Context: an optimization exercise on an open-source flow, tuned for small area, a short achievable clock period and few clock cycles per item. The choices shown serve that exercise and are no tape-out recipe. The RTL was checked by simulation tests, not by an equivalence proof against the original design. Power is estimated from default activity; no workload was simulated.

**flow/config.mk**
```make
export PLATFORM = sky130hd
export DESIGN_NAME = pwm_timer_divisor_search
export DESIGN_NICKNAME = pwm_timer_divisor_search
export VERILOG_FILES = /design/flow/design.v
export SDC_FILE = /design/flow/constraint.sdc
export NUM_CORES = 4
export LEC_CHECK = 0
export CAP_MARGIN = 20
export CORE_MARGIN = 2
export CORE_UTILIZATION = 40
export PLACE_DENSITY = 0.75
export SETUP_SLACK_MARGIN = 2.5
export SLEW_MARGIN = 20
export TNS_END_PERCENT = 0
```
**flow/constraint.sdc**
```tcl
create_clock -name core_clock -period 5.0 [get_ports {clk}]
set_input_delay 1.0000 -clock core_clock [delete_from_list [all_inputs] [get_ports {clk}]]
set_output_delay 1.0000 -clock core_clock [all_outputs]
set_load 0.01 [all_outputs]
```
**flow/design.v**
```verilog
package ptds_pkg;
  localparam int FREQ_W   = 32;
  localparam int CLOCK_W  = 32;
  localparam int VALUE_W  = 16;
  localparam int STATUS_W = 2;
  localparam logic [CLOCK_W-1:0]  CLOCK_RESET  = 32'd80000000;
  localparam logic [STATUS_W-1:0] STATUS_OK          = 2'd0;
  localparam logic [STATUS_W-1:0] STATUS_ZERO_FREQ   = 2'd1;
  localparam logic [STATUS_W-1:0] STATUS_ABOVE_CLOCK = 2'd2;
endpackage
module ptds_div #(
  parameter int W = 33
) (
  input  logic [W-1:0] a,
  input  logic [W-1:0] b,
  input  logic         cin,
  output logic [W-2:0] diff,
  output logic         fits
);
  localparam int N = W + 1;
  localparam int L = $clog2(N);
  logic [N-1:0] g [0:L];
  logic [N-1:0] p [0:L];
  logic [W-1:0] hp;
  always_comb begin
    hp      = a ^ ~b;
    g[0][0] = cin;
    p[0][0] = 1'b0;
    for (int i = 0; i < W; i++) begin
      g[0][i+1] = a[i] & ~b[i];
      p[0][i+1] = hp[i];
    end
    for (int l = 1; l <= L; l++) begin
      for (int i = 0; i < N; i++) begin
        if (i >= (1 << (l - 1))) begin
          g[l][i] = g[l-1][i] | (p[l-1][i] & g[l-1][i - (1 << (l - 1))]);
          p[l][i] = p[l-1][i] & p[l-1][i - (1 << (l - 1))];
        end else begin
          g[l][i] = g[l-1][i];
          p[l][i] = p[l-1][i];
        end
      end
    end
    for (int i = 0; i < W - 1; i++) begin
      diff[i] = hp[i] ^ g[L][i];
    end
    fits = g[L][W];
  end
endmodule
module pwm_timer_divisor_search (
  input  logic                           clk,
  input  logic                           rst,
  input  logic                           in_valid,
  output logic                           in_stall,
  input  logic [ptds_pkg::FREQ_W-1:0]    target_frequency,
  output logic                           out_valid,
  input  logic                           out_stall,
  output logic [ptds_pkg::VALUE_W-1:0]   prescaler_value,
  output logic [ptds_pkg::VALUE_W-1:0]   period_value,
  output logic [ptds_pkg::STATUS_W-1:0]  status_code,
  input  logic                           cfg_valid,
  output logic                           cfg_ready,
  input  logic [ptds_pkg::CLOCK_W-1:0]   cfg_data
);
  localparam int SKIP_A = 8;
  localparam int SKIP_B = 2;
  logic [31:0] timer_clock;
  logic [4:0]  clk_lz;
  logic        clk_norm;
  logic [31:0] dvs;
  logic [31:0] rem;
  logic [31:0] quo;
  logic [5:0]  cnt;
  logic        busy;
  logic        second;
  logic        q_nz;
  logic [1:0]  status;
  assign in_stall        = busy;
  assign cfg_ready       = 1'b1;
  assign prescaler_value = quo[31:16];
  assign period_value    = quo[15:0];
  assign status_code     = status;
  localparam logic [31:0] CLOCK_RESET_N  = ptds_pkg::CLOCK_RESET << 5;
  localparam logic [4:0]  CLOCK_RESET_LZ = 5'd5;
  always_ff @(posedge clk) begin
    if (rst) begin
      timer_clock <= CLOCK_RESET_N;
      clk_lz      <= CLOCK_RESET_LZ;
      clk_norm    <= 1'b0;
    end else if (cfg_valid) begin
      timer_clock <= cfg_data;
      clk_lz      <= 5'd0;
      clk_norm    <= 1'b1;
    end else if (clk_norm) begin
      if (timer_clock[31] || clk_lz == 5'd31) begin
        clk_norm <= 1'b0;
      end else begin
        timer_clock <= {timer_clock[30:0], 1'b0};
        clk_lz      <= clk_lz + 5'd1;
      end
    end
  end
  logic [32:0] trial;
  logic        load_c;
  logic [31:0] diff;
  logic        fits;
  logic        skip_a;
  logic        skip_b;
  logic [5:0]  cnt_next;
  logic        cnt_end;
  logic        step;
  logic        last;
  always_comb begin
    trial = {rem, quo[31]};
    skip_a = !ge_a && (cnt <= 6'(32 - SKIP_A));
    skip_b = !ge_b && (cnt <= 6'(32 - SKIP_B));
    cnt_next = skip_a ? cnt + 6'(SKIP_A) : skip_b ? cnt + 6'(SKIP_B) : cnt + 6'd1;
    cnt_end  = skip_a ? (cnt == 6'(32 - SKIP_A)) :
               skip_b ? (cnt == 6'(32 - SKIP_B)) : (cnt == 6'd31);
  end
  logic        ge_a;
  logic        ge_b;
  logic [31:0] unused_a;
  logic [31:0] unused_b;
  ptds_div #(.W(33)) u_cmp_a (
    .a    ({1'b0, rem}),
    .b    ({1'b0, dvs >> SKIP_A}),
    .cin  (1'b1),
    .diff (unused_a),
    .fits (ge_a)
  );
  ptds_div #(.W(33)) u_cmp_b (
    .a    ({1'b0, rem}),
    .b    ({1'b0, dvs >> SKIP_B}),
    .cin  (1'b1),
    .diff (unused_b),
    .fits (ge_b)
  );
  ptds_div #(.W(33)) u_sub (
    .a    (trial),
    .b    ({1'b0, dvs}),
    .cin  (1'b1),
    .diff (diff),
    .fits (fits)
  );
  assign step = busy && !cnt[5] && !out_valid;
  assign load_c = (!busy || out_valid) && !(out_valid && out_stall);
  assign last = busy && cnt[5];
  logic [15:0] qa;
  logic [15:0] qb;
  logic [15:0] mg [0:4];
  logic [15:0] mp [0:4];
  logic        c_lt;
  logic [16:0] u17;
  logic [15:0] a_z;
  logic [15:0] a_o;
  logic [15:0] psc;
  logic [16:0] psc1;
  logic        psc_zero;
  logic [1:0]  st_next;
  always_comb begin
    qa = quo[31:16];
    qb = quo[15:0];
    mg[0] = qa & ~qb;
    mp[0] = ~(qa ^ qb);
    for (int l = 1; l <= 4; l++) begin
      for (int i = 0; i < 16; i++) begin
        if (i >= (1 << (l - 1))) begin
          mg[l][i] = mg[l-1][i] | (mp[l-1][i] & mg[l-1][i - (1 << (l - 1))]);
          mp[l][i] = mp[l-1][i] & mp[l-1][i - (1 << (l - 1))];
        end else begin
          mg[l][i] = mg[l-1][i];
          mp[l][i] = mp[l-1][i];
        end
      end
    end
    c_lt = mg[4][15];
    u17[0] = mp[0][0] ^ ~c_lt;
    for (int i = 1; i < 16; i++) begin
      u17[i] = mp[0][i] ^ (mg[4][i-1] | (mp[4][i-1] & ~c_lt));
    end
    u17[16] = mp[4][15];
    a_z[0] = 1'b1;
    a_o[0] = 1'b1;
    for (int i = 1; i < 16; i++) begin
      a_z[i] = a_z[i-1] & ~qa[i-1];
      a_o[i] = a_o[i-1] & qa[i-1];
    end
    for (int i = 0; i < 16; i++) begin
      psc[i]  = qa[i] ^ (c_lt & a_z[i]);
      psc1[i] = qa[i] ^ (~c_lt & a_o[i]);
    end
    psc1[16] = ~c_lt & (&qa);
    psc_zero = (qa == 16'd0) || (qa == 16'd1 && qb == 16'd0);
    if (dvs == 32'd0)      st_next = ptds_pkg::STATUS_ZERO_FREQ;
    else if (!q_nz)        st_next = ptds_pkg::STATUS_ABOVE_CLOCK;
    else                   st_next = ptds_pkg::STATUS_OK;
  end
  logic done;
  always_comb begin
    done = (step && second && cnt_end)
        || (last && (st_next != ptds_pkg::STATUS_OK || psc_zero));
  end
  always_ff @(posedge clk) begin
    if (rst) begin
      busy      <= 1'b0;
      out_valid <= 1'b0;
    end else begin
      if (out_valid && !out_stall) out_valid <= 1'b0;
      if (!busy) begin
        if (in_valid) busy <= 1'b1;
      end else if (done) begin
        busy      <= 1'b0;
        out_valid <= 1'b1;
      end
    end
  end
  always_ff @(posedge clk) begin
    if (!busy) begin
      dvs    <= target_frequency;
      rem    <= 32'd0;
      second <= 1'b0;
      q_nz   <= 1'b0;
      cnt    <= {1'b0, clk_lz};
      if (load_c) quo <= timer_clock;
    end else if (step) begin
      if (skip_a) begin
        rem <= {rem[31-SKIP_A:0], quo[31:32-SKIP_A]};
        quo <= {quo[31-SKIP_A:0], {SKIP_A{second}}};
      end else if (skip_b) begin
        rem <= {rem[31-SKIP_B:0], quo[31:32-SKIP_B]};
        quo <= {quo[31-SKIP_B:0], {SKIP_B{second}}};
      end else begin
        rem <= fits ? diff : trial[31:0];
        quo <= {quo[30:0], fits ^ second};
        q_nz <= q_nz | fits;
      end
      cnt <= cnt_next;
    end else if (last) begin
      status <= st_next;
      second <= 1'b1;
      dvs    <= {15'd0, psc1};
      rem    <= {31'd0, u17[16]};
      cnt    <= 6'd16;
      if (st_next != ptds_pkg::STATUS_OK) begin
        quo <= 32'd0;
      end else if (psc_zero) begin
        quo <= {16'd0, ~u17[15:0]};
      end else begin
        quo <= {u17[15:0], psc};
      end
    end else if (load_c) begin
      quo <= timer_clock;
      cnt <= {1'b0, clk_lz};
    end
  end
endmodule
```
**flow/run.sh**
```bash
#!/bin/bash
# synth_recipe.tcl (not shown) runs the flow's synth.tcl, then flattens the netlist and writes it again
# the make line also repeats each setting of config.mk as NAME=value (left out here)
make -C /OpenROAD-flow-scripts/flow DESIGN_CONFIG=/design/flow/config.mk WORK_HOME=/design/flow/orfs CLKGATE_MAP_FILE= SYNTH_SCRIPT=/design/flow/synth_recipe.tcl finish
```
==> results of run 1 <==
==> critical path, delay by kind of cell, from the launching register on <==
kind            cells  cell delay, ns
compound gates      8            1.70
fa+ha+maj           1            0.33
buf+inv             1            0.13
flops               1            0.42
simple gates        2            0.40
==> cell families (layout without fill, tap and decap cells) <==
group,Yosys count,in the layout,synth area share
other,1,1,0.000309
adders and majority gates,110,110,0.114
AOI/OAI and AO/OA,479,481,0.261
muxes,67,67,0.0566
buffers and inverters,164,283,0.0542
DFF,146,146,0.273
xor gates and xnor gates,66,66,0.0477
and+or+nand+nor,506,506,0.193
==> cell type report <==
cell class	count	area, sq um
fillers	2760	14400
multi-input cells	1231	8900
flip-flops and latches	146	3380
repair buffers	177	1700
well taps	390	488
clock buffers	18	439
inverters	74	285
clock inverters	14	119
==> stage by stage <==
step / util / instances / power, uW
2_1_floorplan: - / 1539 / 5080
5_1_grt: 0.516 / 2050 / 9500
3_3_place_gp: 0.458 / 1969 / 6590
3_5_place_dp: 0.458 / 1969 / 6640
6_report: 0.516 / 2050 / 9090
4_1_cts: 0.501 / 2040 / 8470
==> cell usage after synthesis, drive strengths merged, types with 27 or more instances <==
master    n
nor3     31
buf      27
nand2   149
xnor2    34
inv      74
a21oi   156
dfxtp   107
ha      109
edfxtp   39
o21ai    93
xor2     32
clkbuf   63
mux2i    55
nand3    28
nor2    175
==> power by group through the flow <==
stage	Sequential (uW)	Clock (uW)	Combinational (uW)
6_report	2050	1280	5760
3_5_place_dp	1980	0	4660
5_1_grt	2050	1320	6140
2_1_floorplan	1790	0	3300
3_3_place_gp	1980	0	4600
4_1_cts	1970	1270	5230
==> registers in the layout (all words and copies together) (netlist names) <==
| name | cells |
|---|---|
| dvs | 32 |
| clk_norm | 1 |
| rem | 32 |
| out_valid | 1 |
| quo | 32 |
| q_nz | 1 |
| busy | 1 |
| status | 2 |
| second | 1 |
| timer_clock | 32 |
| clk_lz | 5 |
| cnt | 6 |
==> metal layers <==
metal | share of wire | track usage | vias to the layer above
met5 | 0 | 0 | -
met2 | 0.46 | 0.467 | 862
met3 | 0.098 | 0.0518 | 220
met4 | 0.057 | 0.144 | 0
met1 | 0.38 | 0.354 | 6082
li1 | - | - | 5901
==> how the worst max path moves through the flow <==
stage                     startpoint  endpoint  slack (ns)  depth (start not counted)
after floorplan               dvs[0]   rem[28]        2.28                         11
after global placement        rem[0]    rem[2]        0.87                         12
after detailed placement      rem[0]    rem[2]        1.24                         12
after CTS                     dvs[0]   rem[28]        1.97                         11
after global routing         dvs[14]   rem[28]        1.79                         12
final                        dvs[14]   rem[28]        1.89                         12
==> what timing repair did <==
| item | in CTS | in global routing |
|---|---|---|
| resized for setup | 93 | 74 |
| pin swaps | 25 | 21 |
| cloned | 2 | 1 |
| endpoints found under the setup margin | 152 | 144 |
| setup buffers | 37 | 9 |
==> summary.md, run 1 <==
| Metric | Value |
|---|---|
| Status | finished clean |
| Arr. time, crit path | between 3 and 4 ns |
| Max Slew Vio Count | 0 |
| Min-delay src | q_nz |
| Routability congestion estimate | 0.991 |
| Crit-path cells | inv_2 > ha_2 > a2111oi_2 > o21ai_1 > a31oi_1 > nor2_1 > a21o_4 > o211a_1 > o21a_1 > or3_1 > a31oi_1 > o21ai_1 |
| H-tree levels | 4 |
| Vias | 13100 |
| Slowest CP cell | edfxtp_1 |
| Distinct cells, synth | 80 |
| Cell Area, Synth | 0.0121 sq mm |
| N_diodes | 0 |
| Num CTS Buffers | 17 |
| Sequential share of power | 0.225 |
| Share of cells above drive strength 1 | 0.166 |
| Post-synth top area share | 0.177 |
| DR vias/cell | 6.37 |
| Max transition margin | 0.305 |
| RR Endpoint | rem[28] |
| Switching Power | roughly 4600 uW |
| EDFF count, synth | 39 |
| Crit start category | register |
| Nets | 1826 |
| Setup slack after layout | around 1.9 ns |
| FP Rows | 63 |
| TritonRoute pass-1 iters | 9 |
| Worst Hold Class | register to register |
| R2R Setup Slk | 1.89 ns |
| Setup CP Type | register to register |
| Antenna violations before repair | 0 |
| Starting Density | 0.408 |
| Largest stage delay, worst path | around 0.42 ns |
| IO buf count | about 100 |
| Core ar. | around 0.030 sq mm |
| Sequential-to-total area share from yosys stat | 0.273 |
| Global-route wire length before repair | ~69000 um |
| Total grt overflow | 0 |
| Worst-path clk slew | around 0.070 ns |
| Vias in the first global route | 12300 |
| CTS sink count | between 100 and 150 |
| Fmax | approximately 320 MHz |
| Drt initial violations | between 1500 and 2000 |
| Clock latency (worst-skew pair) | around 0.45 ns |
| Final Hold Slack | about 0.58 ns |
| CTS Root Buffer Type | clkbuf_16 |
| Commonest non-fill, non-tap cell in the layout | nor2_1 |
| IO Pins | 106 |
| Placed cell area | between 0.01 and 0.015 sq mm |
| Fin crit period | about 3.1 ns |
| Top_reg_cell synth | dfxtp_1 |
| Post-synthesis cell count | 1539 |
| Clock share of power | 0.141 |
| Setup TNS | 0 ns |
| Top post-synthesis cells by area | dfxtp_1 18%, ha_1 11%, edfxtp_1 9.7% |
| GRT Total Usage | 0.283 |
| Cell internal pwr | between 4000 and 5000 uW |
| WL final | approximately 46000 um |
| Die area | around 0.032 sq mm |
| Hold Crit Endpoint | q_nz |
| Die height | ~180 um |
| Reg2Reg Launch Point | dvs[14] |
| Drt wl/cell | 22.6 um |
| FFs w/ async S/R, synth | 0 |
| RSZ-0062 raised after global routing | true |
| CTS tree | built |
| Final Cycle Share | 0.622 |
| Remaining antenna violation count | 0 |
| CP Capture Type | register |
| Maxcap violations | 0 |
| Syn_nets | 1718 |
| Largest net degree at the start of global routing | 66 |
| Number of synthesized register bits | between 100 and 150 |
| Pre-CTS WS | ~1.2 ns |
| Worst path required time | ~5.3 ns |
| R2R depth | 12 |
| Switch share | 0.503 |
| Crit Path Max Fanout | 7 |
| Post-Layout Inst Area | 0.0153 sq mm |
| Post-DP HPWL | about 33000 um |
| DIE WIDTH | ~180 um |
| PD cells | just under 600 mW/mm^2 |
| Leak pwr | 0.00603 uW |
| Clock skew | 0.0128 ns |
| Post-CTS Hold Fix Bufs | 0 |
| Syn. warnings | 6 |
| Final Hold Viols | 0 |
| # DRC | 0 |
| Combinational fraction of design power | 0.633 |
| Most frequent cells in the layout | 163 x nor2_1, 147 x a21oi_1, 137 x nand2_1 |
| Area Overhead vs Synth | 26.4% |
| Peak supply drop | around 370 uV |
| Hold path depth | 1 |
| Cell taking the most area after synthesis | dfxtp_1 |
| Final Setup Violations | 0 |
| Clock Path Buffers | 2 |
| Post-synthesis area per instance | ~7.9 sq um |
| Worst slew pin tran | 1.03 ns |
Testbench counts, summed over its fixed seeds: cycles 19,501, items 1,024.
==> inputs of run 2 (changes only) <==
--- a/flow/config.mk
+++ b/flow/config.mk
@@ -8,7 +8,6 @@
 export CAP_MARGIN = 20
 export CORE_MARGIN = 2
-export CORE_UTILIZATION = 40
-export PLACE_DENSITY = 0.75
+export CORE_UTILIZATION = 45
 export SETUP_SLACK_MARGIN = 2.5
 export SLEW_MARGIN = 20
-export TNS_END_PERCENT = 0
+export TNS_END_PERCENT = 5
==> run 2 against run 1 <==
Sequential share of layout area down 0.34 points. Largest power group unchanged. Worst hold slack worse by 0.035 ns. Sequential cell count did not move. Highest routed layer unchanged.
==> summary.md, run 2 <==
| Metric | Value |
|---|---|
| Leak pwr | 0.00616 uW (was 0.00603 uW) |
| RSZ-0062 raised after global routing | true (unchanged) |
| Drt initial violations | 1537 (was 1656) |
| Final Hold Slack | 0.545 ns (was 0.580 ns) |
| Setup slack after layout | 1.89 ns (about the same) |
| Worst-path clk slew | 0.07 ns (about the same) |
| Most frequent cells in the layout | 167 x nor2_1, 143 x a21oi_1, 139 x nand2_1 (was 163 x nor2_1, 147 x a21oi_1, 137 x nand2_1) |
| Remaining antenna violation count | 0 (unchanged) |
| Largest net degree at the start of global routing | 67 (was 66) |
| Global-route wire length before repair | 69200 um (was 69400 um) |
| Most frequent cell after synthesis | nor2_1 (unchanged) |
| Post-CTS Hold Fix Bufs | 0 (unchanged) |
| Post-synthesis cell count | 1539 (unchanged) |
| Post-synth top area share | 0.177 (unchanged) |
| Top post-synthesis cells by area | dfxtp_1 18%, ha_1 11%, edfxtp_1 9.7% (unchanged) |
| PD cells | 592 mW/mm^2 (was 593 mW/mm^2) |
| Final Setup Violations | 0 (unchanged) |
| Post-DP HPWL | 32000 um (was 32600 um) |
| Top_reg_cell synth | dfxtp_1 (unchanged) |
| Min-delay src | q_nz (unchanged) |
| R2R depth | 13 (was 12) |
| Fin crit period | 3.11 ns (about the same) |
| DR vias/cell | 6.25 (was 6.37) |
| Final Cycle Share | 0.622 (about the same) |
| Distinct cells, synth | 80 (unchanged) |
| Clock latency (worst-skew pair) | 0.44 ns (was 0.45 ns) |
| Switch share | 0.478 (was 0.503) |
| Final Hold Viols | 0 (unchanged) |
| Vias in the first global route | 12000 (was 12300) |
| Setup CP Type | register to register (unchanged) |
| Reg2Reg Launch Point | dvs[7] (was dvs[14]) |
| Antenna violations before repair | 2 (was 0) |
| Non-filler cells in the finished layout | 2027 (was 2050) |
| Crit start category | register (unchanged) |
| Peak supply drop | 452 uV (was 368 uV) |
| Arr. time, crit path | 3.43 ns (was 3.42 ns) |
| Worst path required time | 5.32 ns (was 5.31 ns) |
| Area Overhead vs Synth | 29.9% (was 26.4%) |
| Vias | 12700 (was 13100) |
| Hold path depth | 1 (unchanged) |
| Die height | 168 um (was 178 um) |
| Hold Crit Endpoint | q_nz (unchanged) |
| Share of cells above drive strength 1 | 0.197 (was 0.166) |
| Final Core Density | 0.589 (was 0.516) |
| Clock share of power | 0.149 (was 0.141) |
| Commonest non-fill, non-tap cell in the layout | nor2_1 (unchanged) |
| Syn_nets | 1718 (unchanged) |
| Combinational fraction of design power | 0.629 (was 0.633) |
| Cell Area, Synth | 0.0121 sq mm (unchanged) |
| # DRC | 0 (unchanged) |
| Switching Power | 4460 uW (was 4570 uW) |
| CTS sink count | 146 (unchanged) |
| GRT Total Usage | 0.314 (was 0.283) |
| Placed Cells | 1919 (was 1969) |
| Pre-CTS WS | 1.02 ns (was 1.24 ns) |
| Cell taking the most area after synthesis | dfxtp_1 (unchanged) |
| DIE WIDTH | 168 um (was 178 um) |
| Clock skew | 0.0155 ns (was 0.0128 ns) |
| CP Capture Type | register (unchanged) |
| Maxcap violations | 0 (unchanged) |
| Fmax | 322 MHz (about the same) |
| Num CTS Buffers | 17 (unchanged) |
| Core ar. | 0.0267 sq mm (was 0.0297 sq mm) |
| CTS tree | built (unchanged) |
| RR Endpoint | quo[11] (was rem[28]) |
| Crit Path Max Fanout | 24 (was 7) |
| Drt wl/cell | 22.4 um (was 22.6 um) |
| TritonRoute pass-1 iters | 8 (was 9) |
| Total grt overflow | 0 (unchanged) |
| FFs w/ async S/R, synth | 0 (unchanged) |
| Max transition margin | 0.385 (was 0.305) |
| Nets | 1851 (was 1826) |
| Max Slew Vio Count | 0 (unchanged) |
| Number of synthesized register bits | 146 (unchanged) |
| Worst slew pin tran | 0.923 ns (was 1.03 ns) |
| Clock Path Buffers | 2 (unchanged) |
| Worst Hold Class | register to register (unchanged) |
| IO Pins | 106 (unchanged) |
| Setup TNS | 0 ns (unchanged) |
| Sequential-to-total area share from yosys stat | 0.273 (unchanged) |
| Starting Density | 0.454 (was 0.408) |
| Sequential share of power | 0.221 (was 0.225) |
| CTS Root Buffer Type | clkbuf_16 (unchanged) |
| Cell internal pwr | 4860 uW (was 4520 uW) |
| Syn. warnings | 6 (unchanged) |
| EDFF count, synth | 39 (unchanged) |
| WL final | 45500 um (was 46400 um) |
| IO buf count | 104 (unchanged) |
| Routability congestion estimate | 0.973 (was 0.991) |
| List of most frequent post-synthesis cells | 174 x nor2_1, 153 x a21oi_1, 149 x nand2_1, 109 x ha_1, 107 x dfxtp_1 (unchanged) |
| Die area | 0.0283 sq mm (was 0.0317 sq mm) |
| Post-synthesis area per instance | 7.88 sq um (unchanged) |
| H-tree levels | 4 (unchanged) |
| Status | finished clean (unchanged) |
| FP Rows | 60 (was 63) |
| R2R Setup Slk | 1.89 ns (about the same) |
[run 2: worst max-delay path, stage by stage, from the launching register on]
cell and delay, ns:
edfxtp_1 0.39, inv_1 0.15, ha_1 0.29, a211oi_1 0.26
o211ai_1 0.14, a41oi_2 0.21, o211a_1 0.27, o211ai_1 0.12
buf_4 0.17, buf_12 0.13, bufbuf_16 0.29, a211oi_1 0.24
a21oi_1 0.07, o221a_2 0.27
[run 2: per-stage QoR]
step | total power (uW) | area (sq um)
after floorplan | 5170 | 12300
after detailed placement | 6680 | 13600
after CTS | 8660 | 15100
after global routing | 9830 | 15700
after global placement | 6660 | 13600
final | 9320 | 15700
[run 2: final cells by class]
type | instances | area (sq um)
fillers | 2412 | 11000
multi-input cells | 1230 | 9000
flip-flops and latches | 146 | 3420
repair buffers | 203 | 1970
clock buffers | 18 | 450
well taps | 341 | 427
inverters | 74 | 293
clock inverters | 14 | 176
diodes | 1 | 2.50
[run 2: kinds of logic (layout without fill, tap and decap cells)]
kind of cell    count (synthesis)  after routing  share of synthesized area
fa+ha+maj                     110            110                      0.114
buf+inv                       164            309                     0.0542
xor+xnor                       66             66                     0.0477
compound gates                479            480                      0.261
other cells                     1              2                   0.000309
flops                         146            146                      0.273
simple gates                  506            506                      0.193
mux                            67             67                     0.0566
[run 2: worst max-delay path by stage]
| stage | startpoint | end | slack [ns] | cells past startpoint |
|---|---|---|---|---|
| CTS | dvs[0] | rem[28] | 1.96 | 11 |
| finish | dvs[7] | quo[11] | 1.89 | 13 |
| detailed placement | rem[0] | rem[16] | 1.02 | 12 |
| global route | dvs[7] | quo[11] | 1.79 | 13 |
| floorplan | dvs[0] | rem[28] | 2.28 | 11 |
| global placement | rem[0] | rem[16] | 1.03 | 12 |
[run 2: repair_timing]
item	4_1_cts	5_1_grt
setup endpoints to repair	110	113
pin swaps	21	34
gates cloned	3	1
buffers inserted	36	35
resized for setup	108	92
[run 2: layer usage]
layer / vias to the layer above / share of wire / global-route usage / wire length (um)
met3: 153 / 0.076 / 0.0494 / 3480
met5: - / 0 / 0 / 0
met2: 635 / 0.45 / 0.512 / 20700
met4: 0 / 0.060 / 0.172 / 2730
li1: 5944 / - / - / -
met1: 5946 / 0.41 / 0.401 / 18600
[run 2: power groups by stage]
stage	Combinational (uW)	Sequential, uW	Clock [uW]
after floorplan	3370	1800	0
after global placement	4610	2050	0
after detailed placement	4640	2050	0
after CTS	5230	2030	1390
after global routing	6290	2090	1450
final	5870	2060	1390
==> inputs of run 3 (changes only) <==
--- a/flow/design.v
+++ b/flow/design.v
@@ -75,4 +75,6 @@
   logic        second;
   logic        q_nz;
+  logic        q_hi;
+  logic        f_zero;
   logic [1:0]  status;
   assign in_stall        = busy;
@@ -192,6 +194,6 @@
     end
     psc1[16] = ~c_lt & (&qa);
-    psc_zero = (qa == 16'd0) || (qa == 16'd1 && qb == 16'd0);
-    if (dvs == 32'd0)      st_next = ptds_pkg::STATUS_ZERO_FREQ;
+    psc_zero = !q_hi;
+    if (f_zero)            st_next = ptds_pkg::STATUS_ZERO_FREQ;
     else if (!q_nz)        st_next = ptds_pkg::STATUS_ABOVE_CLOCK;
     else                   st_next = ptds_pkg::STATUS_OK;
@@ -219,7 +221,9 @@
     if (!busy) begin
       dvs    <= target_frequency;
+      f_zero <= (target_frequency == 32'd0);
       rem    <= 32'd0;
       second <= 1'b0;
       q_nz   <= 1'b0;
+      q_hi   <= 1'b0;
       cnt    <= {1'b0, clk_lz};
       if (load_c) quo <= timer_clock;
@@ -235,4 +239,5 @@
         quo <= {quo[30:0], fits ^ second};
         q_nz <= q_nz | fits;
+        q_hi <= q_hi | (fits && cnt <= 6'd15);
       end
       cnt <= cnt_next;
--- a/flow/config.mk
+++ b/flow/config.mk
@@ -8,6 +8,6 @@
 export CAP_MARGIN = 20
 export CORE_MARGIN = 2
-export CORE_UTILIZATION = 45
+export CORE_UTILIZATION = 40
 export SETUP_SLACK_MARGIN = 2.5
 export SLEW_MARGIN = 20
-export TNS_END_PERCENT = 5
+export TNS_END_PERCENT = 0
==> run 3 against run 2 <==
First-iteration DRC count shrank 17%. Sequential power grew 4%. Routed wire length increased by 2.4%. Synthesized cell count grew 0.97%. Critical path depth fell by 3. Fmax increased by 3.1%. Global-route usage shrank 2.5 points.
==> summary.md, run 3 <==
| Metric | Value |
|---|---|
| Top post-synthesis cells by area | dfxtp_1 18%, ha_1 11%, edfxtp_1 9.8% (was dfxtp_1 18%, ha_1 11%, edfxtp_1 9.7%) |
| Commonest non-fill, non-tap cell in the layout | nand2_1 (was nor2_1) |
| Max transition margin | 0.349 (was 0.385) |
| Sequential-to-total area share from yosys stat | 0.274 (was 0.273) |
| Number of synthesized register bits | 148 (was 146) |
| Largest net degree at the start of global routing | 64 (was 67) |
| Post-CTS Hold Fix Bufs | 0 (unchanged) |
| Vias in the first global route | 12300 (was 12000) |
| Distinct cells, synth | 81 (was 80) |
| Antenna violations before repair | 0 (was 2) |
| Post-synthesis cell count | 1554 (was 1539) |
| Clock skew | 0.0117 ns (was 0.0155 ns) |
| Fin crit period | 3.01 ns (was 3.11 ns) |
| H-tree levels | 4 (unchanged) |
| Share of cells above drive strength 1 | 0.167 (was 0.197) |
| Crit Path Max Fanout | 7 (was 24) |
| Syn. warnings | 6 (unchanged) |
| Most frequent cells in the layout | 149 x nand2_1, 140 x nor2_1, 133 x a21oi_1 (was 167 x nor2_1, 143 x a21oi_1, 139 x nand2_1) |
| Setup TNS | 0 ns (unchanged) |
| Max Slew Vio Count | 0 (unchanged) |
| IO Pins | 106 (unchanged) |
| Die height | 179 um (was 168 um) |
| CTS tree | built (unchanged) |
| Area Overhead vs Synth | 25.9% (was 29.9%) |
| Final Setup Violations | 0 (unchanged) |
| Drt wl/cell | 22.5 um (was 22.4 um) |
| Worst Hold Class | register to register (unchanged) |
| CTS sink count | 148 (was 146) |
| Num CTS Buffers | 17 (unchanged) |
| Final Hold Viols | 0 (unchanged) |
| Maxcap violations | 0 (unchanged) |
| Core ar. | 0.0304 sq mm (was 0.0267 sq mm) |
| DR vias/cell | 6.15 (was 6.25) |
| Final Cycle Share | 0.603 (was 0.622) |
| Arr. time, crit path | 3.34 ns (was 3.43 ns) |
| Peak supply drop | 361 uV (was 452 uV) |
| Clock latency (worst-skew pair) | 0.44 ns (about the same) |
| Syn_nets | 1733 (was 1718) |
| CP Capture Type | register (unchanged) |
| Die area | 0.0321 sq mm (was 0.0283 sq mm) |
| Cell Area, Synth | 0.0123 sq mm (was 0.0121 sq mm) |
| RSZ-0062 raised after global routing | true (unchanged) |
| WL final | 46500 um (was 45500 um) |
| CTS Root Buffer Type | clkbuf_16 (unchanged) |
| Post-synthesis area per instance | 7.91 sq um (was 7.88 sq um) |
| Worst slew pin tran | 0.976 ns (was 0.923 ns) |
| DIE WIDTH | 179 um (was 168 um) |
| Most frequent cell after synthesis | nand2_1 (was nor2_1) |
| FFs w/ async S/R, synth | 0 (unchanged) |
| Top_reg_cell synth | dfxtp_1 (unchanged) |
| # DRC | 0 (unchanged) |
| List of most frequent post-synthesis cells | 151 x nand2_1, 142 x a21oi_1, 142 x nor2_1, 109 x ha_1, 108 x dfxtp_1 (was 174 x nor2_1, 153 x a21oi_1, 149 x nand2_1, 109 x ha_1, 107 x dfxtp_1) |
| Starting Density | 0.404 (was 0.454) |
| Final Hold Slack | 0.509 ns (was 0.545 ns) |
| Leak pwr | 0.00607 uW (was 0.00616 uW) |
| Fmax | 332 MHz (was 322 MHz) |
| PD cells | 642 mW/mm^2 (was 592 mW/mm^2) |
| Global-route wire length before repair | 71100 um (was 69200 um) |
| Total grt overflow | 0 (unchanged) |
| Clock Path Buffers | 2 (unchanged) |
| Remaining antenna violation count | 0 (unchanged) |
| TritonRoute pass-1 iters | 7 (was 8) |
| Routability congestion estimate | 0.920 (was 0.973) |
| Status | finished clean (unchanged) |
| Drt initial violations | 1276 (was 1537) |
| Vias | 12700 (about the same) |
| Nets | 1835 (was 1851) |
| Final Core Density | 0.508 (was 0.589) |
| Post-synth top area share | 0.176 (was 0.177) |
| Crit start category | register (unchanged) |
| Worst-path clk slew | 0.07 ns (about the same) |
| FP Rows | 64 (was 60) |
| N_diodes | 0 (was 1) |
| # fillers | 2904 (was 2412) |
| GRT Total Usage | 0.289 (was 0.314) |
| EDFF count, synth | 40 (was 39) |
| IO buf count | 104 (unchanged) |
| Worst path required time | 5.33 ns (was 5.32 ns) |
| Post-DP HPWL | 32300 um (was 32000 um) |
| Setup CP Type | register to register (unchanged) |
| Cell taking the most area after synthesis | dfxtp_1 (unchanged) |
run 3: cell count changes in the layout (fill, tap and decap cells not counted), sizes merged, moves of 10 or more:
cell,before,now
mux2i,55,41
buf,98,70
nor3,31,41
and2,3,13
a21oi,156,142
a211o,3,16
a222oi,12,0
o221ai,26,5
a21o,26,37
nor2,175,147
run 3: metal layers:
layer / track usage / vias to the layer above / wire length (um)
met5: 0 / - / 0
met4: 0.140 / 0 / 2440
met3: 0.0443 / 140 / 3330
met2: 0.477 / 630 / 21800
met1: 0.369 / 5990 / 19000
li1: - / 5949 / -
run 3: report_power, final:
| part | switching [uW] | total (uW) | leakage, uW | internal, uW |
|---|---|---|---|---|
| sequential | 593 | 2150 | 0.00132 | 1560 |
| clock | 622 | 1320 | 0.000295 | 700 |
| combinational | 3740 | 6460 | 0.00445 | 2720 |
| total | 4950 | 9930 | 0.00607 | 4970 |
run 3: worst paths after layout:
check,slack [ns],to,startpoint,depth (start not counted)
max reg2reg,1.99,rem[12],rem[14],10
max,1.99,rem[12],rem[14],10
min,0.51,status[0],f_zero,0
min reg2reg,0.51,status[0],f_zero,0
run 3: cell families (layout without fill, tap and decap cells):
group	Yosys count	after routing	share of synthesized area
simple gates	501	503	0.194
other cells	1	1	0.000305
xor+xnor	67	67	0.0477
flops	148	148	0.274
buf+inv	176	286	0.0575
mux	51	51	0.0426
fa+ha+maj	110	110	0.113
compound gates	500	503	0.271
run 3: repair_timing:
item,4_1_cts,5_1_grt
pin swaps,21,18
gates resized for setup,106,52
setup endpoints to repair,114,115
buffers inserted,31,9
cloned,7,0
run 3: worst max-delay path, stage by stage, from the launching register on:
cell     delay (ns)
dfxtp_1        0.42
ha_4           0.34
and2_4         0.18
and3_1         0.19
nand4_1        0.26
a211o_4        0.44
a31oi_4        0.20
a31oi_4        0.20
buf_12         0.21
a211o_1        0.25
a22o_1         0.18
run 3: stage by stage:
| step | cells | setup slack [ns] | power, uW | area [sq um] |
|---|---|---|---|---|
| 2_1_floorplan | 1554 | 2.30 | 5770 | 12400 |
| 3_3_place_gp | 1986 | 0.974 | 7380 | 13800 |
| 6_report | 2065 | 1.99 | 9930 | 15500 |
| 3_5_place_dp | 1986 | 0.951 | 7410 | 13800 |
| 4_1_cts | 2056 | 1.97 | 9520 | 15200 |
| 5_1_grt | 2065 | 1.91 | 10500 | 15500 |
run 3: final cells by class:
| class | count | area (sq um) | area share |
|---|---|---|---|
| multi-input combinational | 1235 | 8960 | 0.579 |
| sequential | 148 | 3440 | 0.223 |
| timing repair buffer | 173 | 1660 | 0.107 |
| tap | 396 | 495 | 0.0320 |
| clock buffer | 18 | 450 | 0.0291 |
| inverter | 81 | 310 | 0.0201 |
| clock inverter | 14 | 154 | 0.00995 |
Testbench counts of run 3, summed over its fixed seeds: cycles 19,501, items 1,024.
==> inputs of run 4 (changes only) <==
--- a/flow/design.v
+++ b/flow/design.v
@@ -75,6 +75,4 @@
   logic        second;
   logic        q_nz;
-  logic        q_hi;
-  logic        f_zero;
   logic [1:0]  status;
   assign in_stall        = busy;
@@ -107,4 +105,5 @@
   logic [31:0] diff;
   logic        fits;
+  logic [31:0] dmask;
   logic        skip_a;
   logic        skip_b;
@@ -115,28 +114,17 @@
   always_comb begin
     trial = {rem, quo[31]};
-    skip_a = !ge_a && (cnt <= 6'(32 - SKIP_A));
-    skip_b = !ge_b && (cnt <= 6'(32 - SKIP_B));
+    dmask = dvs;
+    for (int sh = 1; sh < 32; sh = sh * 2) begin
+      dmask = dmask | (dmask >> sh);
+    end
+    skip_a = dmask[SKIP_A] && ((rem & ~(dmask >> (SKIP_A + 1))) == 32'd0)
+             && (cnt <= 6'(32 - SKIP_A));
+    skip_b = (SKIP_B != 0) && dmask[SKIP_B]
+             && ((rem & ~(dmask >> (SKIP_B + 1))) == 32'd0)
+             && (cnt <= 6'(32 - SKIP_B));
     cnt_next = skip_a ? cnt + 6'(SKIP_A) : skip_b ? cnt + 6'(SKIP_B) : cnt + 6'd1;
     cnt_end  = skip_a ? (cnt == 6'(32 - SKIP_A)) :
                skip_b ? (cnt == 6'(32 - SKIP_B)) : (cnt == 6'd31);
   end
-  logic        ge_a;
-  logic        ge_b;
-  logic [31:0] unused_a;
-  logic [31:0] unused_b;
-  ptds_div #(.W(33)) u_cmp_a (
-    .a    ({1'b0, rem}),
-    .b    ({1'b0, dvs >> SKIP_A}),
-    .cin  (1'b1),
-    .diff (unused_a),
-    .fits (ge_a)
-  );
-  ptds_div #(.W(33)) u_cmp_b (
-    .a    ({1'b0, rem}),
-    .b    ({1'b0, dvs >> SKIP_B}),
-    .cin  (1'b1),
-    .diff (unused_b),
-    .fits (ge_b)
-  );
   ptds_div #(.W(33)) u_sub (
     .a    (trial),
@@ -148,5 +136,19 @@
   assign step = busy && !cnt[5] && !out_valid;
   assign load_c = (!busy || out_valid) && !(out_valid && out_stall);
-  assign last = busy && cnt[5];
+  assign last = busy && cnt[5] && !out_valid;
+  logic       f_ge_a;
+  logic       f_ge_b;
+  logic       f_one;
+  logic       f_skip_a;
+  logic       f_skip_b;
+  logic       f_fits;
+  always_comb begin
+    f_ge_a   = |target_frequency[31:SKIP_A];
+    f_ge_b   = |target_frequency[31:SKIP_B];
+    f_one    = (target_frequency == 32'd1);
+    f_skip_a = f_ge_a && (clk_lz <= 5'(32 - SKIP_A));
+    f_skip_b = f_ge_b && (clk_lz <= 5'(32 - SKIP_B));
+    f_fits   = f_one && timer_clock[31];
+  end
   logic [15:0] qa;
   logic [15:0] qb;
@@ -194,6 +196,6 @@
     end
     psc1[16] = ~c_lt & (&qa);
-    psc_zero = !q_hi;
-    if (f_zero)            st_next = ptds_pkg::STATUS_ZERO_FREQ;
+    psc_zero = (qa == 16'd0) || (qa == 16'd1 && qb == 16'd0);
+    if (dvs == 32'd0)      st_next = ptds_pkg::STATUS_ZERO_FREQ;
     else if (!q_nz)        st_next = ptds_pkg::STATUS_ABOVE_CLOCK;
     else                   st_next = ptds_pkg::STATUS_OK;
@@ -221,11 +223,21 @@
     if (!busy) begin
       dvs    <= target_frequency;
-      f_zero <= (target_frequency == 32'd0);
-      rem    <= 32'd0;
       second <= 1'b0;
-      q_nz   <= 1'b0;
-      q_hi   <= 1'b0;
-      cnt    <= {1'b0, clk_lz};
-      if (load_c) quo <= timer_clock;
+      if (f_skip_a) begin
+        rem  <= {{(32 - SKIP_A){1'b0}}, timer_clock[31:32-SKIP_A]};
+        q_nz <= 1'b0;
+        cnt  <= {1'b0, clk_lz} + 6'(SKIP_A);
+        if (load_c) quo <= {timer_clock[31-SKIP_A:0], {SKIP_A{1'b0}}};
+      end else if (f_skip_b) begin
+        rem  <= {{(32 - SKIP_B){1'b0}}, timer_clock[31:32-SKIP_B]};
+        q_nz <= 1'b0;
+        cnt  <= {1'b0, clk_lz} + 6'(SKIP_B);
+        if (load_c) quo <= {timer_clock[31-SKIP_B:0], {SKIP_B{1'b0}}};
+      end else begin
+        rem  <= {31'd0, timer_clock[31] && !f_one};
+        q_nz <= f_fits;
+        cnt  <= {1'b0, clk_lz} + 6'd1;
+        if (load_c) quo <= {timer_clock[30:0], f_fits};
+      end
     end else if (step) begin
       if (skip_a) begin
@@ -239,5 +251,4 @@
         quo <= {quo[30:0], fits ^ second};
         q_nz <= q_nz | fits;
-        q_hi <= q_hi | (fits && cnt <= 6'd15);
       end
       cnt <= cnt_next;
@@ -256,6 +267,8 @@
       end
     end else if (load_c) begin
-      quo <= timer_clock;
-      cnt <= {1'b0, clk_lz};
+      quo  <= timer_clock;
+      rem  <= 32'd0;
+      q_nz <= 1'b0;
+      cnt  <= {1'b0, clk_lz};
     end
   end
--- a/flow/config.mk
+++ b/flow/config.mk
@@ -6,4 +6,5 @@
 export NUM_CORES = 4
 export LEC_CHECK = 0
+export ABC_AREA = 1
 export CAP_MARGIN = 20
 export CORE_MARGIN = 2
==> run 4 against run 3 <==
Clock skew grew 0.0082 ns. Core utilization grew 5.3 points. Still clean. Critical path depth increased by 4. Fmax up 5.6%. Critical path type unchanged. Sequential cell count down 2.
==> summary.md, run 4 <==
| Metric | Value |
|---|---|
| Final Hold Viols | 0 (unchanged) |
| RR Endpoint | quo[10] (was rem[12]) |
| Worst-path clk slew | 0.08 ns (was 0.07 ns) |
| Worst slew pin tran | 0.727 ns (was 0.976 ns) |
| Most frequent cell after synthesis | nand2_1 (unchanged) |
| Post-CTS Hold Fix Bufs | 0 (unchanged) |
| Leak pwr | 0.00841 uW (was 0.00607 uW) |
| Peak supply drop | 365 uV (was 361 uV) |
| Remaining antenna violation count | 0 (unchanged) |
| Die area | 0.0370 sq mm (was 0.0321 sq mm) |
| DR vias/cell | 5.93 (was 6.15) |
| Max transition margin | 0.513 (was 0.349) |
| Drt wl/cell | 22.9 um (was 22.5 um) |
| Number of synthesized register bits | 146 (was 148) |
| Nets | 2620 (was 1835) |
| PD cells | 624 mW/mm^2 (was 642 mW/mm^2) |
| WL final | 67700 um (was 46500 um) |
| Post-synthesis cell count | 2222 (was 1554) |
| Maxcap violations | 0 (unchanged) |
| Crit-path cells | buf_4 > buf_6 > clkinv_1 > nand4_1 > inv_1 > nand4_1 > a21oi_4 > buf_12 > nor2_4 > buf_4 > nand3_1 > o21ai_0 > o21ai_1 > nand4_1 (was ha_4 > and2_4 > and3_1 > nand4_1 > a211o_4 > a31oi_4 > a31oi_4 > buf_12 > a211o_1 > a22o_1) |
| FP Rows | 68 (was 64) |
| RSZ-0062 raised after global routing | true (unchanged) |
| Clock Path Buffers | 2 (unchanged) |
| Fmax | 350 MHz (was 332 MHz) |
| Routability congestion estimate | 0.969 (was 0.920) |
| Slowest CP cell | edfxtp_1 (was a211o_4) |
| Setup TNS | 0 ns (unchanged) |
| Post-synthesis area per instance | 6.39 sq um (was 7.91 sq um) |
| Reg2Reg Launch Point | quo[27] (was rem[14]) |
| Share of cells above drive strength 1 | 0.197 (was 0.167) |
| Starting Density | 0.409 (was 0.404) |
| Tot Pwr | 12200 uW (was 9930 uW) |
| Worst Hold Class | register to register (unchanged) |
| Most frequent cells in the layout | 551 x nand2_1, 247 x inv_1, 190 x nor2_1 (was 149 x nand2_1, 140 x nor2_1, 133 x a21oi_1) |
| Final Cycle Share | 0.571 (was 0.603) |
| H-tree levels | 4 (unchanged) |
| Clock latency (worst-skew pair) | 0.46 ns (was 0.44 ns) |
| CTS tree | built (unchanged) |
| Largest net degree at the start of global routing | 51 (was 64) |
| Final Setup Violations | 0 (unchanged) |
| Post-synth top area share | 0.222 (was 0.176) |
| EDFF count, synth | 105 (was 40) |
| Sequential-to-total area share from yosys stat | 0.280 (was 0.274) |
| TritonRoute pass-1 iters | 8 (was 7) |
| Crit start category | register (unchanged) |
| Top_reg_cell synth | edfxtp_1 (was dfxtp_1) |
| Arr. time, crit path | 3.06 ns (was 3.34 ns) |
| CTS Root Buffer Type | clkbuf_16 (unchanged) |
| CP Capture Type | register (unchanged) |
| Syn. warnings | 6 (unchanged) |
| Cell taking the most area after synthesis | edfxtp_1 (was dfxtp_1) |
| CP Capture Point | quo[10] (was rem[12]) |
| Fin crit period | 2.86 ns (was 3.01 ns) |
| Critical Path Start | quo[27] (was rem[14]) |
| Total grt overflow | 0 (unchanged) |
| Most used cell, CP | nand4_1 (was a31oi_4) |
| Num CTS Buffers | 17 (unchanged) |
| Max Slew Vio Count | 0 (unchanged) |
| Commonest non-fill, non-tap cell in the layout | nand2_1 (unchanged) |
| R2R depth | 14 (was 10) |
| Placed cell area | 0.0158 sq mm (was 0.0138 sq mm) |
| Global-route wire length before repair | 97600 um (was 71100 um) |
| Drt initial violations | 2107 (was 1276) |
| Core ar. | 0.0347 sq mm (was 0.0304 sq mm) |
| FFs w/ async S/R, synth | 0 (unchanged) |
| Post-DP HPWL | 45900 um (was 32300 um) |
| Vias | 17600 (was 12700) |
| IO Pins | 106 (unchanged) |
| Crit Path Max Fanout | 8 (was 7) |
| Vias in the first global route | 16500 (was 12300) |
| Cell Area, Synth | 0.0142 sq mm (was 0.0123 sq mm) |
| Top post-synthesis cells by area | edfxtp_1 22%, nand2_1 15%, inv_1 7.2% (was dfxtp_1 18%, ha_1 11%, edfxtp_1 9.8%) |
| Antenna violations before repair | 0 (unchanged) |
| Area Overhead vs Synth | 37.4% (was 25.9%) |
| Status | finished clean (unchanged) |
| Post-Layout Inst Area | 0.0195 sq mm (was 0.0155 sq mm) |
| Clock skew | 0.0199 ns (was 0.0117 ns) |
| List of most frequent post-synthesis cells | 565 x nand2_1, 274 x inv_1, 225 x nor2_1, 202 x o21ai_0, 169 x a21oi_1 (was 151 x nand2_1, 142 x a21oi_1, 142 x nor2_1, 109 x ha_1, 108 x dfxtp_1) |
| Setup CP Type | register to register (unchanged) |
| Worst path required time | 5.20 ns (was 5.33 ns) |
| Distinct cells, synth | 53 (was 81) |
| # DRC | 0 (unchanged) |
| CTS sink count | 146 (was 148) |
| R2R Setup Slk | 2.14 ns (was 1.99 ns) |
| Syn_nets | 2352 (was 1733) |
| DIE WIDTH | 192 um (was 179 um) |
| N_diodes | 0 (unchanged) |
| Die height | 192 um (was 179 um) |
| IO buf count | 104 (unchanged) |
| GRT Total Usage | 0.352 (was 0.289) |
| Largest stage delay, worst path | 0.55 ns (was 0.44 ns) |
run 4: changes by cell type after synthesis, moves of 41 or more:
cell      change
nand2_1     +414
inv_1       +195
o21ai_0     +138
nand3_1     +121
nor2_1       +83
dfxtp_1      -67
edfxtp_1     +65
nand4_1      +64
ha_1         -49
mux2i_1      -41
run 4: cell type report:
type,instances,area (sq um)
fill,3367,15200
multi-input combinational,1706,9870
sequential,146,3980
timing repair buffer,325,3290
inverter,289,1150
tap,455,569
clock buffer,17,425
clock inverter,15,186
timing repair inverter,5,35.0
run 4: kinds of logic (layout without fill, tap and decap cells):
logic type,Yosys count,in the layout,synth area share
adders and majority gates,61,61,0.0543
other,1,1,0.000264
xor gates and xnor gates,39,39,0.0241
AOI/OAI and AO/OA,507,507,0.200
buffers and inverters,372,651,0.106
and+or+nand+nor,1096,1098,0.335
DFF,146,146,0.280
run 4: where the power goes:
group | switching (uW) | internal [uW]
Sequential | 349 | 1650
Clock | 677 | 681
Combinational | 5280 | 3550
Total | 6300 | 5870
run 4: per-layer routing:
layer | vias to the layer above | global-route usage | share of wire
met3 | 319 | 0.0536 | 0.083
met2 | 1083 | 0.582 | 0.46
li1 | 8082 | - | -
met1 | 8071 | 0.416 | 0.37
met4 | 0 | 0.251 | 0.084
met5 | - | 0 | 0
run 4: worst min path at each step:
stage	start	to	slack [ns]	depth (start not counted)
after floorplan	timer_clock[30]	timer_clock[30]	0.45	2
after global placement	timer_clock[30]	timer_clock[30]	0.46	2
after detailed placement	timer_clock[30]	timer_clock[30]	0.46	2
after CTS	timer_clock[30]	timer_clock[30]	0.47	2
after global routing	timer_clock[30]	timer_clock[30]	0.49	2
final	timer_clock[30]	timer_clock[30]	0.47	2
run 4: critical path: cells and delay by family (launching register included):
kind / cells / cell delay, ns
AND/OR/NAND/NOR: 5 / 0.60
buffers and inverters: 6 / 0.91
AO/OA/AOI/OAI: 3 / 0.51
flip-flops: 1 / 0.55
run 4: metrics by stage:
stage,setup slack [ns],std cells,utilization,hold slack [ns]
6_report,2.14,2958,0.562,0.470
5_1_grt,2.06,2958,0.562,0.490
4_1_cts,2.27,2875,0.519,0.472
3_5_place_dp,1.08,2729,0.454,0.461
3_3_place_gp,1.12,2729,0.454,0.457
2_1_floorplan,2.39,2222,-,0.445
run 4: what timing repair did:
action | in CTS | in global routing
gates resized for setup | 173 | 165
setup endpoints to repair | 191 | 193
gates cloned | 12 | 8
buffers inserted | 102 | 75
pin swaps | 36 | 63
endpoints found under the hold margin | 0 | 0
Testbench counts of run 4, summed over its fixed seeds: cycles 19,326, items 1,024.
==> inputs of run 5 (changes only) <==
--- a/flow/config.mk
+++ b/flow/config.mk
@@ -6,5 +6,4 @@
 export NUM_CORES = 4
 export LEC_CHECK = 0
-export ABC_AREA = 1
 export CAP_MARGIN = 20
 export CORE_MARGIN = 2
==> run 5 against run 4 <==
First-iteration DRC count decreased by 0.95%. Still clean on timing, DRC and antenna. Synthesized area shrank 12%. Critical endpoint is now quo[7]. Core utilization is 4.3 points lower. Via count is 23% lower. Combinational power fell by 38%. Synthesized cell count fell by 31%. Worst setup slack got worse by 0.50 ns. Worst hold slack better by 0.11 ns. Largest power group unchanged. Critical path depth shrank 6. Sequential share of layout area up 4.6 points.
==> summary.md, run 5 <==
| Metric | Value |
|---|---|
| Status | finished clean (unchanged) |
| Most frequent cell after synthesis | a21oi_1 (was nand2_1) |
| Crit-path cells | or4_1 > or4_4 > nor4_4 > buf_6 > nand2_1 > nand2_1 > a221oi_1 > a21oi_1 (was buf_4 > buf_6 > clkinv_1 > nand4_1 > inv_1 > nand4_1 > a21oi_4 > buf_12 > nor2_4 > buf_4 > nand3_1 > o21ai_0 > o21ai_1 > nand4_1) |
| R2R depth | 8 (was 14) |
| Die height | 181 um (was 192 um) |
| H-tree levels | 4 (unchanged) |
| Top_reg_cell synth | edfxtp_1 (unchanged) |
| Maxcap violations | 0 (unchanged) |
| Num CTS Buffers | 17 (unchanged) |
| EDFF count, synth | 105 (unchanged) |
| Clock skew | 0.0118 ns (was 0.0199 ns) |
| Crit Path Max Fanout | 28 (was 8) |
| Drt initial violations | 2087 (was 2107) |
| Worst Hold Class | register to register (unchanged) |
| Area Overhead vs Synth | 27.1% (was 37.4%) |
| WL final | 52100 um (was 67700 um) |
| IO Pins | 106 (unchanged) |
| Sequential-to-total area share from yosys stat | 0.317 (was 0.280) |
| CTS sink count | 146 (unchanged) |
| Post-synth top area share | 0.252 (was 0.222) |
| DR vias/cell | 6.39 (was 5.93) |
| N_diodes | 0 (unchanged) |
| R2R Setup Slk | 1.65 ns (was 2.14 ns) |
| Vias in the first global route | 12300 (was 16500) |
| Max transition margin | 0.494 (was 0.513) |
| Most frequent cells in the layout | 166 x a21oi_1, 160 x nor2_1, 150 x nand2_1 (was 551 x nand2_1, 247 x inv_1, 190 x nor2_1) |
| Cell taking the most area after synthesis | edfxtp_1 (unchanged) |
| CP bufs+invs | 1 (was 6) |
| Most used cell, CP | nand2_1 (was nand4_1) |
| FFs w/ async S/R, synth | 0 (unchanged) |
| Critical Path Start | cnt[5] (was quo[27]) |
| Drt wl/cell | 24.7 um (was 22.9 um) |
| Post-DP HPWL | 36600 um (was 45900 um) |
| TritonRoute pass-1 iters | 10 (was 8) |
| IO buf count | 104 (unchanged) |
| Fmax | 298 MHz (was 350 MHz) |
| Final Hold Viols | 0 (unchanged) |
| Max Slew Vio Count | 0 (unchanged) |
| Reg2Reg Launch Point | cnt[5] (was quo[27]) |
| Core ar. | 0.0307 sq mm (was 0.0347 sq mm) |
| Largest net degree at the start of global routing | 64 (was 51) |
| Tot Pwr | 8800 uW (was 12200 uW) |
| Antenna violations before repair | 1 (was 0) |
| Final Setup Violations | 0 (unchanged) |
| Post-CTS Hold Fix Bufs | 0 (unchanged) |
| Worst path required time | 5.30 ns (was 5.20 ns) |
| CTS tree | built (unchanged) |
| Worst-path clk slew | 0.07 ns (was 0.08 ns) |
| Cell depth of the worst setup path | 8 (was 14) |
| Syn_nets | 1672 (was 2352) |
| Peak supply drop | 271 uV (was 365 uV) |
| Syn. warnings | 6 (unchanged) |
| Fin crit period | 3.35 ns (was 2.86 ns) |
| Nets | 1828 (was 2620) |
| Total grt overflow | 0 (unchanged) |
| GRT Total Usage | 0.307 (was 0.352) |
| Clock Path Buffers | 2 (unchanged) |
| RR Endpoint | quo[7] (was quo[10]) |
| Setup TNS | 0 ns (unchanged) |
| Final Cycle Share | 0.670 (was 0.571) |
| Die area | 0.0327 sq mm (was 0.0370 sq mm) |
| Crit start category | register (unchanged) |
| PD cells | 553 mW/mm^2 (was 624 mW/mm^2) |
| Clock latency (worst-skew pair) | 0.45 ns (was 0.46 ns) |
| Cell Area, Synth | 0.0125 sq mm (was 0.0142 sq mm) |
| FP Rows | 64 (was 68) |
| Top post-synthesis cells by area | edfxtp_1 25%, a21oi_1 6.8%, dfxtp_1 6.6% (was edfxtp_1 22%, nand2_1 15%, inv_1 7.2%) |
| Leak pwr | 0.00614 uW (was 0.00841 uW) |
| CTS Root Buffer Type | clkbuf_16 (unchanged) |
| Starting Density | 0.408 (was 0.409) |
| List of most frequent post-synthesis cells | 169 x a21oi_1, 165 x nor2_1, 151 x nand2_1, 105 x edfxtp_1, 83 x clkbuf_1 (was 565 x nand2_1, 274 x inv_1, 225 x nor2_1, 202 x o21ai_0, 169 x a21oi_1) |
| Cell family with most CP delay | simple AND/OR/NAND/NOR gates (was buffers and inverters) |
| Setup CP Type | register to register (unchanged) |
| CP Capture Point | quo[7] (was quo[10]) |
| Post-synthesis cell count | 1542 (was 2222) |
| RSZ-0062 raised after global routing | true (unchanged) |
| Number of synthesized register bits | 146 (unchanged) |
| Arr. time, crit path | 3.65 ns (was 3.06 ns) |
| # DRC | 0 (unchanged) |
| Remaining antenna violation count | 0 (unchanged) |
| Routability congestion estimate | 1.00 (was 0.969) |
| Commonest non-fill, non-tap cell in the layout | a21oi_1 (was nand2_1) |
| Distinct cells, synth | 87 (was 53) |
| Post-synthesis area per instance | 8.12 sq um (was 6.39 sq um) |
| DIE WIDTH | 181 um (was 192 um) |
| CP Capture Type | register (unchanged) |
| Share of cells above drive strength 1 | 0.160 (was 0.197) |
| # fillers | 2867 (was 3367) |
| Largest stage delay, worst path | 0.64 ns (was 0.55 ns) |
| Global-route wire length before repair | 77200 um (was 97600 um) |
| Worst slew pin tran | 0.758 ns (was 0.727 ns) |
| Vias | 13500 (was 17600) |
| Slowest CP cell | or4_1 (was edfxtp_1) |
-- run 5: stage by stage --
stage	hold slack (ns)	std cells	worst slack (ns)	area [sq um]	util
after floorplan	0.509	1542	1.85	12500	-
after global placement	0.558	1987	0.526	14000	0.458
after detailed placement	0.566	1987	0.506	14000	0.458
after CTS	0.578	2072	1.71	15300	0.500
after global routing	0.596	2107	1.58	15900	0.519
final	0.581	2107	1.65	15900	0.519
-- run 5: worst min-delay path, stage by stage (launching register included) --
cell     delay [ns]
dfxtp_1        0.37
nor2_1         0.12
nor2_1         0.05
-- run 5: cell families (layout without fill, tap and decap cells) --
logic type,count (synthesis),after routing,synth area share
simple gates,524,527,0.201
compound gates,497,497,0.259
buf+inv,175,341,0.0564
flops,146,146,0.317
xor+xnor,70,70,0.0490
mux,68,68,0.0554
fa+ha+maj,61,61,0.0616
other cells,1,1,0.000300
-- run 5: repair_timing --
action | in CTS | in global routing
setup buffers | 51 | 34
pin swaps | 15 | 27
endpoints found under the hold margin | 0 | 0
endpoints found under the setup margin | 172 | 177
resized for setup | 55 | 63
gates cloned | 2 | 1
-- run 5: final cells by class --
type                            instances  area (sq um)  share of cell area
Multi-Input combinational cell       1224          8460               0.532
Sequential cell                       146          3980               0.250
Timing Repair Buffer                  234          2130               0.134
Tap cell                              396           495              0.0311
Clock buffer                           18           429              0.0270
Inverter                               75           282              0.0177
Clock inverter                         14           141             0.00889
-- run 5: worst min-delay path by stage --
stage               cells after the start  startpoint      to
floorplan                               2      second  second
global placement                        2      second  second
detailed placement                      2      second  second
CTS                                     2      second  second
global route                            2      second  second
finish                                  2      second  second
-- run 5: power by group --
group,switching (uW),leakage [uW],internal (uW)
sequential,375,0.00150,1620
combinational,3360,0.00435,2130
clock,609,0.000284,702
-- run 5: per-layer routing --
| layer | up-vias | track usage | share of wire |
|---|---|---|---|
| li1 | 6040 | - | - |
| met1 | 6466 | 0.437 | 0.42 |
| met2 | 822 | 0.454 | 0.43 |
| met3 | 139 | 0.0804 | 0.12 |
| met4 | 0 | 0.0961 | 0.034 |
| met5 | - | 0 | 0 |

[port drivers added, routing unchanged]
How much do the figures lean on ideal ports? The routed layouts below were timed once more, with nothing changed but the port constraints.
Step 1: set_driving_cell puts a clkbuf_16 on clk and a buf_2 on each other input, an assumption about the parent block.
Step 2, shift: input delay + t, output delay - t, t = (earliest + latest rising clock arrival at the registers) / 2. This alone moves slack from input paths to output paths.
a / b / c = ideal / step 1 / step 2; a / b = the first two.
run | t (ns) | setup WS [ns] | latest minus earliest clock arrival (ns) | worst register clock-pin slew, ns
run 1 | 0.490 | 1.891 / 1.848 / 1.891 | 0.013 / 0.013 | 0.07 / 0.07
run 2 | 0.481 | 1.892 / 1.892 / 1.530 | 0.016 / 0.017 | 0.08 / 0.08
run 3 | 0.487 | 1.985 / 1.985 / 1.607 | 0.011 / 0.012 | 0.08 / 0.08
run 4 | 0.506 | 2.144 / 2.120 / 1.703 | 0.020 / 0.020 | 0.08 / 0.08
run 5 | 0.502 | 1.648 / 1.648 / 1.204 | 0.012 / 0.012 | 0.08 / 0.08
After both steps setup and hold are still met in every run listed. For run 5, which loses most, drivers alone change the setup slack by 0.000 ns; drivers and shift together by -0.444 ns.
